This design comes from an exercise in tuning for a short achievable clock period and few clock cycles on the open sky130 flow, not from production work. The RTL was checked by simulation tests, not by an equivalence proof against the original design. Power is estimated from default activity; no workload was simulated.

[flow/design.v]
`timescale 1ns/1ps
`default_nettype none
package cpu_isa_pkg;
    localparam int DATA_W = 16;
    localparam int INST_W = 16;
    localparam int REG_AW = 4;
    typedef enum logic [3:0] {
        OP_NOP  = 4'h0,
        OP_ADD  = 4'h1,
        OP_SUB  = 4'h2,
        OP_AND  = 4'h3,
        OP_OR   = 4'h4,
        OP_XOR  = 4'h5,
        OP_SHL  = 4'h6,
        OP_LDI  = 4'h7,
        OP_ADDI = 4'h8,
        OP_LD   = 4'h9,
        OP_ST   = 4'ha,
        OP_BEQ  = 4'hb,
        OP_JMP  = 4'hc
    } opcode_e;
    localparam int OPC_MSB = 15;
    localparam int OPC_LSB = 12;
    localparam int RD_MSB  = 11;
    localparam int RD_LSB  = 8;
    localparam int RS0_MSB = 7;
    localparam int RS0_LSB = 4;
    localparam int RS1_MSB = 3;
    localparam int RS1_LSB = 0;
endpackage
`default_nettype wire
`timescale 1ns/1ps
`default_nettype none
package pipe_pkg;
    typedef enum logic [2:0] {
        ALU_ADD,
        ALU_SUB,
        ALU_AND,
        ALU_OR,
        ALU_XOR,
        ALU_SHL,
        ALU_PASS_B
    } alu_op_e;
    typedef struct packed {
        alu_op_e alu_op;
        logic    use_imm;
        logic    wb_en;
        logic    load;
        logic    store;
        logic    beq;
        logic    jmp;
    } d_info_t;
endpackage
`default_nettype wire
`timescale 1ns/1ps
`default_nettype none
module cpu_top #(
    parameter int PC_W    = 8,
    parameter int DMEM_AW = 8
) (
    input  logic                           clk,
    input  logic                           rst_n_i,
    input  logic                           stall_i,
    input  logic [cpu_isa_pkg::INST_W-1:0] inst_i,
    output logic [PC_W-1:0]                inst_addr_o,
    output logic                           wb_valid_o,
    output logic [cpu_isa_pkg::REG_AW-1:0] wb_reg_o,
    output logic [cpu_isa_pkg::DATA_W-1:0] wb_data_o
);
    localparam int DW = cpu_isa_pkg::DATA_W;
    localparam int NB = 1 << (PC_W - 1);
    logic go, x_hold, b_taken, miss;
    logic [PC_W-1:0] x_btgt;
    assign go = !stall_i;
    logic [PC_W-1:0] pc, pf, pfm1;
    assign inst_addr_o = pf;
    assign pfm1        = pf - 1'b1;
    logic [3:0] bop, brd, brs0, brs1;
    logic       bw, bs, bb, br, bj, bn, b_rs0, b_rs1, b_rd, bred, bfold;
    logic [PC_W-1:0] btg;
    assign bop   = inst_i[15:12];
    assign brd   = inst_i[11:8];
    assign brs0  = inst_i[7:4];
    assign brs1  = inst_i[3:0];
    assign bw    = (bop >= 4'h1) && (bop <= 4'h8);
    assign bs    = (bop == 4'ha);
    assign bb    = (bop == 4'hb) && (brd != brs0);
    assign br    = (bop == 4'hb) && (brd == brs0);
    assign bj    = (bop == 4'hc);
    assign bn    = (bop == 4'h0) || (bop >= 4'hd);
    assign b_rs0 = ((bop >= 4'h1) && (bop <= 4'h6)) || (bop == 4'h8) || bs || bb;
    assign b_rs1 = (bop >= 4'h1) && (bop <= 4'h6);
    assign b_rd  = bs || bb;
    assign bred  = br || bj;
    assign bfold = bred || bn;
    assign btg   = bj ? inst_i[PC_W-1:0] :
                   br ? pf + {{(PC_W-4){brs1[3]}}, brs1} : pf + 1'b1;
    logic [15:0] fl_w;
    logic        fl_seq;
    logic [3:0]  fop, frd;
    logic        fw, fs, fb, fn, fdep, fpp;
    assign fop  = fl_w[15:12];
    assign frd  = fl_w[11:8];
    assign fw   = (fop >= 4'h1) && (fop <= 4'h8);
    assign fs   = (fop == 4'ha);
    assign fb   = (fop == 4'hb) && (frd != fl_w[7:4]);
    assign fn   = (fop == 4'h0) || (fop >= 4'hd);
    assign fdep = fw && ((b_rs0 && (brs0 == frd)) || (b_rs1 && (brs1 == frd)) ||
                         (b_rd && (brd == frd)));
    assign fpp  = (fw || fs || fb || fn) && (bw || bs || bb) &&
                  !(fw && bw) && !(fs && bs) && !(fb && bb) && !fdep;
    logic [NB-1:0]   ce_v, co_v, ce_red, co_red, ce_pp, co_pp, ce_sf, co_sf;
    logic [15:0]     ce_w  [NB];
    logic [15:0]     co_w  [NB];
    logic [PC_W-1:0] ce_tg [NB];
    logic [PC_W-1:0] co_tg [NB];
    logic [PC_W-1:0] ce_st [NB];
    logic [PC_W-1:0] co_st [NB];
    always_ff @(posedge clk) begin
        if (!rst_n_i) begin
            ce_v  <= '0;
            co_v  <= '0;
            ce_pp <= '0;
            co_pp <= '0;
            ce_sf <= '0;
            co_sf <= '0;
        end else begin
            if (pf[0]) begin
                co_v[pf[PC_W-1:1]] <= 1'b1;
            end else begin
                ce_v[pf[PC_W-1:1]] <= 1'b1;
            end
            if (fl_seq) begin
                if (pfm1[0]) begin
                    co_pp[pfm1[PC_W-1:1]] <= fpp;
                    co_sf[pfm1[PC_W-1:1]] <= bfold;
                end else begin
                    ce_pp[pfm1[PC_W-1:1]] <= fpp;
                    ce_sf[pfm1[PC_W-1:1]] <= bfold;
                end
            end
        end
    end
    always_ff @(posedge clk) begin
        if (pf[0]) begin
            co_w[pf[PC_W-1:1]]   <= inst_i;
            co_red[pf[PC_W-1:1]] <= bred;
            co_tg[pf[PC_W-1:1]]  <= btg;
        end else begin
            ce_w[pf[PC_W-1:1]]   <= inst_i;
            ce_red[pf[PC_W-1:1]] <= bred;
            ce_tg[pf[PC_W-1:1]]  <= btg;
        end
        if (pfm1[0]) begin
            co_st[pfm1[PC_W-1:1]] <= btg;
        end else begin
            ce_st[pfm1[PC_W-1:1]] <= btg;
        end
        fl_w <= inst_i;
    end
    always_ff @(posedge clk) begin
        if (!rst_n_i) begin
            pf     <= '0;
            fl_seq <= 1'b0;
        end else if (miss && !b_taken) begin
            pf     <= pc;
            fl_seq <= 1'b0;
        end else begin
            pf     <= pf + 1'b1;
            fl_seq <= 1'b1;
        end
    end
    logic [PC_W-1:0]   pc1, pc2;
    logic [PC_W-2:0]   ie, io;
    logic              e0_v, e0_red, e0_pp, e0_sf, e1_sf, bus_mode, pair;
    logic [15:0]       e0_w, e1_w, w0;
    logic [PC_W-1:0]   e0_tg, e0_st, e1_st, f_next;
    assign pc1 = pc + 1'b1;
    assign pc2 = pc + 2'd2;
    assign ie  = pc1[PC_W-1:1];
    assign io  = pc[PC_W-1:1];
    assign e0_v   = pc[0] ? co_v[io]   : ce_v[ie];
    assign e0_w   = pc[0] ? co_w[io]   : ce_w[ie];
    assign e0_red = pc[0] ? co_red[io] : ce_red[ie];
    assign e0_tg  = pc[0] ? co_tg[io]  : ce_tg[ie];
    assign e0_pp  = pc[0] ? co_pp[io]  : ce_pp[ie];
    assign e0_sf  = pc[0] ? co_sf[io]  : ce_sf[ie];
    assign e0_st  = pc[0] ? co_st[io]  : ce_st[ie];
    assign e1_w   = pc[0] ? ce_w[ie]   : co_w[io];
    assign e1_sf  = pc[0] ? ce_sf[ie]  : co_sf[io];
    assign e1_st  = pc[0] ? ce_st[ie]  : co_st[io];
    assign bus_mode = !e0_v && (pc == pf);
    assign miss     = !e0_v && (pc != pf);
    assign pair     = e0_v && !e0_red && e0_pp;
    assign w0       = e0_v ? e0_w : inst_i;
    always_comb begin
        if (e0_v) begin
            if (e0_red) begin
                f_next = e0_tg;
            end else if (e0_pp) begin
                f_next = e1_sf ? e1_st : pc2;
            end else if (e0_sf) begin
                f_next = e0_st;
            end else begin
                f_next = pc1;
            end
        end else begin
            f_next = bfold ? btg : pc1;
        end
    end
    always_ff @(posedge clk) begin
        if (!rst_n_i) begin
            pc <= '0;
        end else if (go) begin
            if (b_taken) begin
                pc <= x_btgt;
            end else if (!x_hold && !miss) begin
                pc <= f_next;
            end
        end
    end
    logic            d_v0, d_v1;
    logic [15:0]     d_w0, d_w1;
    logic [PC_W-1:0] d_pc;
    always_ff @(posedge clk) begin
        if (!rst_n_i) begin
            d_v0 <= 1'b0;
            d_v1 <= 1'b0;
        end else if (go) begin
            if (b_taken) begin
                d_v0 <= 1'b0;
                d_v1 <= 1'b0;
            end else if (!x_hold) begin
                d_v0 <= !miss;
                d_v1 <= pair;
            end
        end
    end
    always_ff @(posedge clk) begin
        if (go && !x_hold) begin
            d_w0 <= w0;
            d_w1 <= e1_w;
            d_pc <= pc;
        end
    end
    logic [DW-1:0] rf [16];
    logic          byp_en;
    logic [3:0]    x_rd;
    logic [DW-1:0] wdata;
    logic [3:0] dop0, dop1;
    logic       c0w, c0l, c0s, c0b, c1w, c1s, c1b;
    logic       nw_v, ns_v, nb_v, nw_ab, ns_ab;
    logic [15:0] nw_ir, ns_ir, nb_ir;
    logic [PC_W-1:0] nb_pc;
    assign dop0 = d_w0[15:12];
    assign dop1 = d_w1[15:12];
    assign c0w  = (dop0 >= 4'h1) && (dop0 <= 4'h8);
    assign c0l  = (dop0 == 4'h9);
    assign c0s  = (dop0 == 4'ha);
    assign c0b  = (dop0 == 4'hb) && (d_w0[11:8] != d_w0[7:4]);
    assign c1w  = (dop1 >= 4'h1) && (dop1 <= 4'h8);
    assign c1s  = (dop1 == 4'ha);
    assign c1b  = (dop1 == 4'hb) && (d_w1[11:8] != d_w1[7:4]);
    assign nw_v  = d_v0 && (c0w || c0l || (d_v1 && c1w));
    assign nw_ir = (c0w || c0l) ? d_w0 : d_w1;
    assign nw_ab = !(c0w || c0l) && c0b;
    assign ns_v  = d_v0 && (c0s || (d_v1 && c1s));
    assign ns_ir = c0s ? d_w0 : d_w1;
    assign ns_ab = !c0s && c0b;
    assign nb_v  = d_v0 && (c0b || (d_v1 && c1b));
    assign nb_ir = c0b ? d_w0 : d_w1;
    assign nb_pc = c0b ? d_pc : d_pc + 1'b1;
    logic [DW-1:0] rd_wa, rd_wb, rd_sa, rd_sd, rd_ba, rd_bc;
    assign rd_wa = (byp_en && (x_rd == nw_ir[7:4]))  ? wdata : rf[nw_ir[7:4]];
    assign rd_wb = (byp_en && (x_rd == nw_ir[3:0]))  ? wdata : rf[nw_ir[3:0]];
    assign rd_sa = (byp_en && (x_rd == ns_ir[7:4]))  ? wdata : rf[ns_ir[7:4]];
    assign rd_sd = (byp_en && (x_rd == ns_ir[11:8])) ? wdata : rf[ns_ir[11:8]];
    assign rd_ba = (byp_en && (x_rd == nb_ir[7:4]))  ? wdata : rf[nb_ir[7:4]];
    assign rd_bc = (byp_en && (x_rd == nb_ir[11:8])) ? wdata : rf[nb_ir[11:8]];
    logic [3:0]    nwop;
    logic [DW-1:0] nw_b;
    assign nwop = nw_ir[15:12];
    always_comb begin
        if (nwop == 4'h7) begin
            nw_b = {{(DW-8){1'b0}}, nw_ir[7:0]};
        end else if ((nwop == 4'h8) || (nwop == 4'h9)) begin
            nw_b = {{(DW-4){nw_ir[3]}}, nw_ir[3:0]};
        end else if (nwop == 4'h2) begin
            nw_b = ~rd_wb;
        end else begin
            nw_b = rd_wb;
        end
    end
    logic            x_wv, x_wab, x_sv, x_sab, x_bv;
    logic [DW-1:0]   x_a, x_b, x_sd, x_ba, x_bc;
    logic [PC_W-1:0] x_sa;
    logic [3:0]      x_simm;
    logic            x_cin, x_ld, x_and, x_or, x_xor, x_shl, x_pass;
    logic            ld_ph, wb_fire;
    logic [DW-1:0]   sum, alu;
    always_ff @(posedge clk) begin
        if (!rst_n_i) begin
            x_wv <= 1'b0;
            x_sv <= 1'b0;
            x_bv <= 1'b0;
        end else if (go) begin
            if (b_taken) begin
                x_wv <= 1'b0;
                x_sv <= 1'b0;
                x_bv <= 1'b0;
            end else if (!x_hold) begin
                x_wv <= nw_v;
                x_sv <= ns_v;
                x_bv <= nb_v;
            end
        end
    end
    always_ff @(posedge clk) begin
        if (go && !x_hold) begin
            x_wab  <= nw_ab;
            x_rd   <= nw_ir[11:8];
            x_a    <= rd_wa;
            x_b    <= nw_b;
            x_cin  <= (nwop == 4'h2);
            x_ld   <= (nwop == 4'h9);
            x_and  <= (nwop == 4'h3);
            x_or   <= (nwop == 4'h4);
            x_xor  <= (nwop == 4'h5);
            x_shl  <= (nwop == 4'h6);
            x_pass <= (nwop == 4'h7);
            x_sab  <= ns_ab;
            x_sa   <= rd_sa[PC_W-1:0];
            x_simm <= ns_ir[3:0];
            x_sd   <= rd_sd;
            x_ba   <= rd_ba;
            x_bc   <= rd_bc;
            x_btgt <= nb_pc + {{(PC_W-4){nb_ir[3]}}, nb_ir[3:0]};
        end
    end
    assign sum = x_a + x_b + {{(DW-1){1'b0}}, x_cin};
    always_comb begin
        alu = sum;
        if (x_and)  alu = x_a & x_b;
        if (x_or)   alu = x_a | x_b;
        if (x_xor)  alu = x_a ^ x_b;
        if (x_shl)  alu = x_a << x_b[3:0];
        if (x_pass) alu = x_b;
    end
    logic [DMEM_AW-1:0] m_addr;
    logic [DW-1:0]      dmem [1 << DMEM_AW];
    logic               st_v;
    logic [DMEM_AW-1:0] st_addr;
    logic [DW-1:0]      st_data;
    assign x_hold  = x_wv && x_ld && !ld_ph;
    assign b_taken = x_bv && (x_ba == x_bc);
    assign byp_en  = x_wv && (!x_ld || ld_ph);
    assign wb_fire = go && byp_en && !(x_wab && b_taken);
    assign wdata   = ld_ph ? dmem[m_addr] : alu;
    always_ff @(posedge clk) begin
        if (!rst_n_i) begin
            ld_ph <= 1'b0;
        end else if (go) begin
            ld_ph <= x_hold;
        end
    end
    always_ff @(posedge clk) begin
        if (go && x_hold) begin
            m_addr <= sum[DMEM_AW-1:0];
        end
    end
    always_ff @(posedge clk) begin
        if (!rst_n_i) begin
            st_v <= 1'b0;
        end else begin
            st_v <= go && x_sv && !(x_sab && b_taken);
        end
        st_addr <= x_sa + {{(DMEM_AW-4){x_simm[3]}}, x_simm};
        st_data <= x_sd;
    end
    always_ff @(posedge clk) begin
        if (st_v) begin
            dmem[st_addr] <= st_data;
        end
    end
    always_ff @(posedge clk) begin
        if (wb_fire) begin
            rf[x_rd] <= wdata;
        end
    end
    always_ff @(posedge clk) begin
        if (!rst_n_i) begin
            wb_valid_o <= 1'b0;
        end else begin
            wb_valid_o <= wb_fire;
        end
        if (wb_fire) begin
            wb_reg_o  <= x_rd;
            wb_data_o <= wdata;
        end
    end
endmodule
`default_nettype wire
[flow/run.sh]
#!/bin/bash
# synth_recipe.tcl (not shown) runs the flow's synth.tcl, then flattens the netlist and writes it again
# the make line also repeats each setting of config.mk as NAME=value (left out here)
make -C /OpenROAD-flow-scripts/flow DESIGN_CONFIG=/design/flow/config.mk WORK_HOME=/design/flow/orfs CLKGATE_MAP_FILE= SYNTH_SCRIPT=/design/flow/synth_recipe.tcl finish
[flow/config.mk]
export PLATFORM = sky130hd
export DESIGN_NAME = cpu_top
export DESIGN_NICKNAME = cpu_top
export VERILOG_FILES = /design/flow/design.v
export SDC_FILE = /design/flow/constraint.sdc
export NUM_CORES = 4
export LEC_CHECK = 0
export CAP_MARGIN = 20
export CORE_MARGIN = 2
export CORE_UTILIZATION = 40
export SETUP_SLACK_MARGIN = 5
export SLEW_MARGIN = 20
[flow/constraint.sdc]
create_clock -name core_clock -period 10.0 [get_ports {clk}]
set_input_delay 2.0000 -clock core_clock [delete_from_list [all_inputs] [get_ports {clk}]]
set_output_delay 2.0000 -clock core_clock [all_outputs]
set_load 0.01 [all_outputs]
==> run notes <==
worst min path at each step:
| stage | startpoint | end | slack [ns] | cells after the start |
|---|---|---|---|---|
| global route | x_sd[15]$_DFFE_PP_ | st_data[15]$_DFF_P_ | 0.35 | 0 |
| floorplan | x_sd[0]$_DFFE_PP_ | st_data[0]$_DFF_P_ | 0.32 | 0 |
| CTS | x_sd[11]$_DFFE_PP_ | st_data[11]$_DFF_P_ | 0.34 | 0 |
| detailed placement | x_sd[3]$_DFFE_PP_ | st_data[3]$_DFF_P_ | 0.33 | 0 |
| global placement | x_sd[11]$_DFFE_PP_ | st_data[11]$_DFF_P_ | 0.33 | 0 |
| finish | x_sd[11]$_DFFE_PP_ | st_data[11]$_DFF_P_ | 0.33 | 0 |
logic make-up after synthesis:
logic type / Yosys count
buffers and inverters: 1897
XOR/XNOR: 164
flip-flops: 13825
multiplexers: 5056
AND/OR/NAND/NOR: 4279
AO/OA/AOI/OAI: 2146
adder cells (fa/ha/maj): 69
sequential cells by signal, indices dropped and copies added, names as in the netlist, 128 cells and up, named ones only:
register and count:
ce_pp 128, ce_red 128, ce_sf 128, ce_st 1024
ce_tg 1024, ce_v 128, ce_w 2048, co_pp 128
co_red 128, co_sf 128, co_st 1024, co_tg 1024
co_v 128, co_w 2048, dmem 4096, rf 256
worst max-delay path: cells and delay by family (launching register included):
| family | cells | cell delay, ns |
|---|---|---|
| muxes | 1 | 0.27 |
| buffers and inverters | 2 | 0.67 |
| AOI/OAI and AO/OA | 5 | 1.50 |
| xor gates and xnor gates | 1 | 0.18 |
| and+or+nand+nor | 3 | 1.44 |
| adders and majority gates | 1 | 0.28 |
| DFF | 1 | 0.59 |
layout make-up:
class                       count  area [sq um]
clock buffer                 1856         39500
multi-input combinational   11728        143000
clock inverter                763          6370
sequential                  13825        407000
tap                         18445         23100
fill                       114185        746000
antenna                        71           178
timing repair buffer         1340         15600
inverter                      103           463
layout by cell type, fill, tap and decap left out, types with 44 or more instances in the layout:
cell type  instances
nor2_1          1273
inv_1             78
buf_4            897
bufinv_16        102
clkinv_2         285
o22ai_1           67
nand2_1         1466
clkinv_1         314
diode_2           71
a221oi_1          50
nand2_2           59
clkbuf_16       1530
edfxtp_1       12981
a22o_1            77
nor2b_1           44
buf_8             56
a311oi_1          89
a21oi_1          673
xnor2_1           89
a31oi_1          227
o21ai_0          240
clkbuf_1         313
mux2_2           220
buf_16            98
nor3_1           215
a211oi_1         167
nand3_1          352
xor2_1            59
mux4_2          4240
nor2_4           275
buf_12           137
nor2_2           250
and2_1            62
a22oi_1           69
buf_6             72
mux2i_1          544
ha_1              60
a21o_1            95
dfxtp_1          801
o211ai_1          55
where the power goes:
part           leakage (nW)  total (mW)  switching, mW  internal [mW]
clock network          22.5        52.9           22.4           30.5
logic                  48.6        50.8           33.9           16.9
registers               124        71.6           1.79           69.8
total                   196         175           58.0            117
metal layers:
metal	vias up	track usage, %
li1	115852	-
met1	158675	32.7
met2	17244	35.1
met3	3028	5.73
met4	36	8.16
met5	-	0.119
stage by stage:
stage,total power [mW],instances,util [%],instance area [sq um]
2_1_floorplan,99.9,27436,-,553000
4_1_cts,174,48002,45.8,633000
6_report,175,48131,46.0,635000
3_5_place_dp,120,45219,42.2,582000
5_1_grt,180,48069,46.0,635000
3_3_place_gp,119,45157,42.1,581000
timing repair:
item / CTS / global route
resized for setup: 492 / 193
gates cloned: 53 / 15
buffers inserted: 111 / 20
pin swaps: 23 / 14
setup endpoints to repair: 3177 / 2348
==> results.tsv <==
stage	metric	value	unit
synth	ys flop type	edfxtp_1	
clocking	clock tree buffer depth	6	
synth	Synth Cell Area	553000	sq um
synth	Post-synth EDFFs	12981	
synth	xor/xnor cell area share of the yosys netlist	0.264	%
route	Max Used Layer	met5	
floorplanning	core outline area	1380000	sq um
global_routing	initial antenna violation count	118	
route	drt via density	6.13	
pwr	Pwr Density	276	nW/um^2
timing	Worst Slack Setup Final	4.82	ns
global_routing	GRT Overall Usage	23.1	%
timing	Worst slew margin	7.31	%
timing	Final setup viols	0	
synth	sequential area share after synthesis	73.5	%
clocking	Clk Latency, worst-skew pair	1.35	ns
synth	YS warnings	1	
floorplanning	die area	1390000	sq um
synth	Post-Synth Simple-Gate Area	3.22	%
floorplanning	# rows	432	
clocking	H-tree depth	7	
synth	Synth Area in Adders	0.163	%
global_routing	first-pass GRT wire length	2290000	um
route	final antenna-violating net count	0	
timing	Worst-Margin Slew	1.39	ns
synth	most common cell in the synthesized netlist	edfxtp_1	
synth	Async SR Flop Fraction	0	%
worst_setup_path	Crit. End Element	flip-flop	
route	final WL	1650000	um
placed_design	Port Buffers	47	
worst_setup_path	CP Max Fanout	25	
worst_setup_path	most frequent CP cell	nor3_1	
synth	share of the synthesized area in the top cell type	70.5	%
synth	Seq cells post-synth	13825	
worst_setup_path	Worst R2R Setup Slack	4.82	ns
status	outcome	finished clean	
worst_setup_path	Crit-path slowest cell	nor3_1	
timing	Final Cycle Share	51.8	%
timing	Final Skew	0.214	ns
synth	Compound-Gate Fraction of Synth Area	2.52	%
route	met1 wire length	648000	um
worst_setup_path	crit-path cells	ha_4, xor2_4, buf_12, nand2_2, buf_4, o221ai_1, a21oi_1, nor3_1, nor3_1, a221oi_1, a21oi_4, mux2i_1, a21o_2	
worst_setup_path	Critical Path RT	11.18	ns
route	DRT iter0 DRCs	43167	
route	Detailed Routing Iterations Pass 1	10	
worst_setup_path	arrival time at the worst endpoint	6.36	ns
pwr	leak pwr	196	nW
synth	largest family of logic cells by synthesized area	multiplexers	
synth	Yosys top cell by area	edfxtp_1	
pwr	Max IR drop VDD	0.000507	V
synth	synth top area cells	edfxtp_1, mux4_2, dfxtp_1	
placed_design	routability congestion estimate	0.879	
floorplanning	I/O pins	48	
worst_setup_path	crit-path max cell delay	0.76	ns
worst_hold_path	worst min path class	flip-flop to flip-flop	
synth	syn nets	27524	
timing	RSZ-0062 raised after global routing	true	
worst_setup_path	critical path launch point	pc[0]$_SDFFE_PN0P_	
worst_setup_path	Setup CP Type	flip-flop to flip-flop	
timing	highest clock rate	193	MHz
synth	Gate Count Post-Synth	27436	
clocking	CTS tree	done	
global_routing	vias in the first global route	288506	
cells_and_area	fin nets	28579	
cells_and_area	layout cells sized above 1	29.3	%
route	wire per inst	34.3	um
placed_design	worst slack at placement	3.23	ns
clocking	Reg clk slew, reported paths	0.06	ns
cells_and_area	area delta synth->final	14.8	%
worst_setup_path	RR Startpoint	pc[0]$_SDFFE_PN0P_	
clocking	CTS Buf Count	1493	
timing	Hold Fails Final Rpt	0	
timing	Worst Hold Slack	0.335	ns
global_routing	largest net degree at the start of global routing	246	
timing	setup TNS	0	ns
floorplanning	starting density of the core	40.0	%
worst_setup_path	CP Launch Type	flip-flop	
synth	synth cell count leaders	edfxtp_1, mux4_2, nor2_1	
global_routing	global route total overflow	0	
clocking	CTS Hold Bufs	0	
clocking	Sink Count	13825	
synth	Synth cell types	101	
route	total number of vias	294835	
run	max_cap viols	0	
timing	Slew Viols, Final	0	
floorplanning	Die Y	1180	um
synth	mux contribution to synthesized area	18.8	%
worst_setup_path	R2R depth	13	
floorplanning	die width	1180	um
route	drc violations	0	
placed_design	Detail Placement HPWL	948000	um
synth	synthesized area per cell	20.2	sq um
route	metal3 WL	186000	um
route	met2 routed WL	750000	um
clocking	Root Driver	clkbuf_16	
timing	min cycle time layout	5.18	ns
Testbench counts, summed over its fixed seeds: cycles 15,312.

[afterwards: timing with drivers on the ports]
The results above use ideal ports. As a check the final layout listed here was re-extracted and re-timed, cells and wires unchanged.
Step 1 assumes that a clkbuf_16 drives the clock port and a buf_2 every other input.
Step 2 also shifts input and output timing later by t, the mid clock arrival at the registers, as if the neighbouring blocks saw the same clock.
Slacks: ideal / step 1 / step 2; pairs: ideal / step 1.
t, ns: 1.406
setup slack, ns: 4.821 / 4.821 / 3.577
hold slack, ns: 0.335 / 0.335 / 0.335
worst register clock-pin slew, ns: 0.07 / 0.07
After both steps this run still meets setup and hold. The setup slack of this run moves by 0.000 ns with the drivers and by -1.244 ns with both steps.
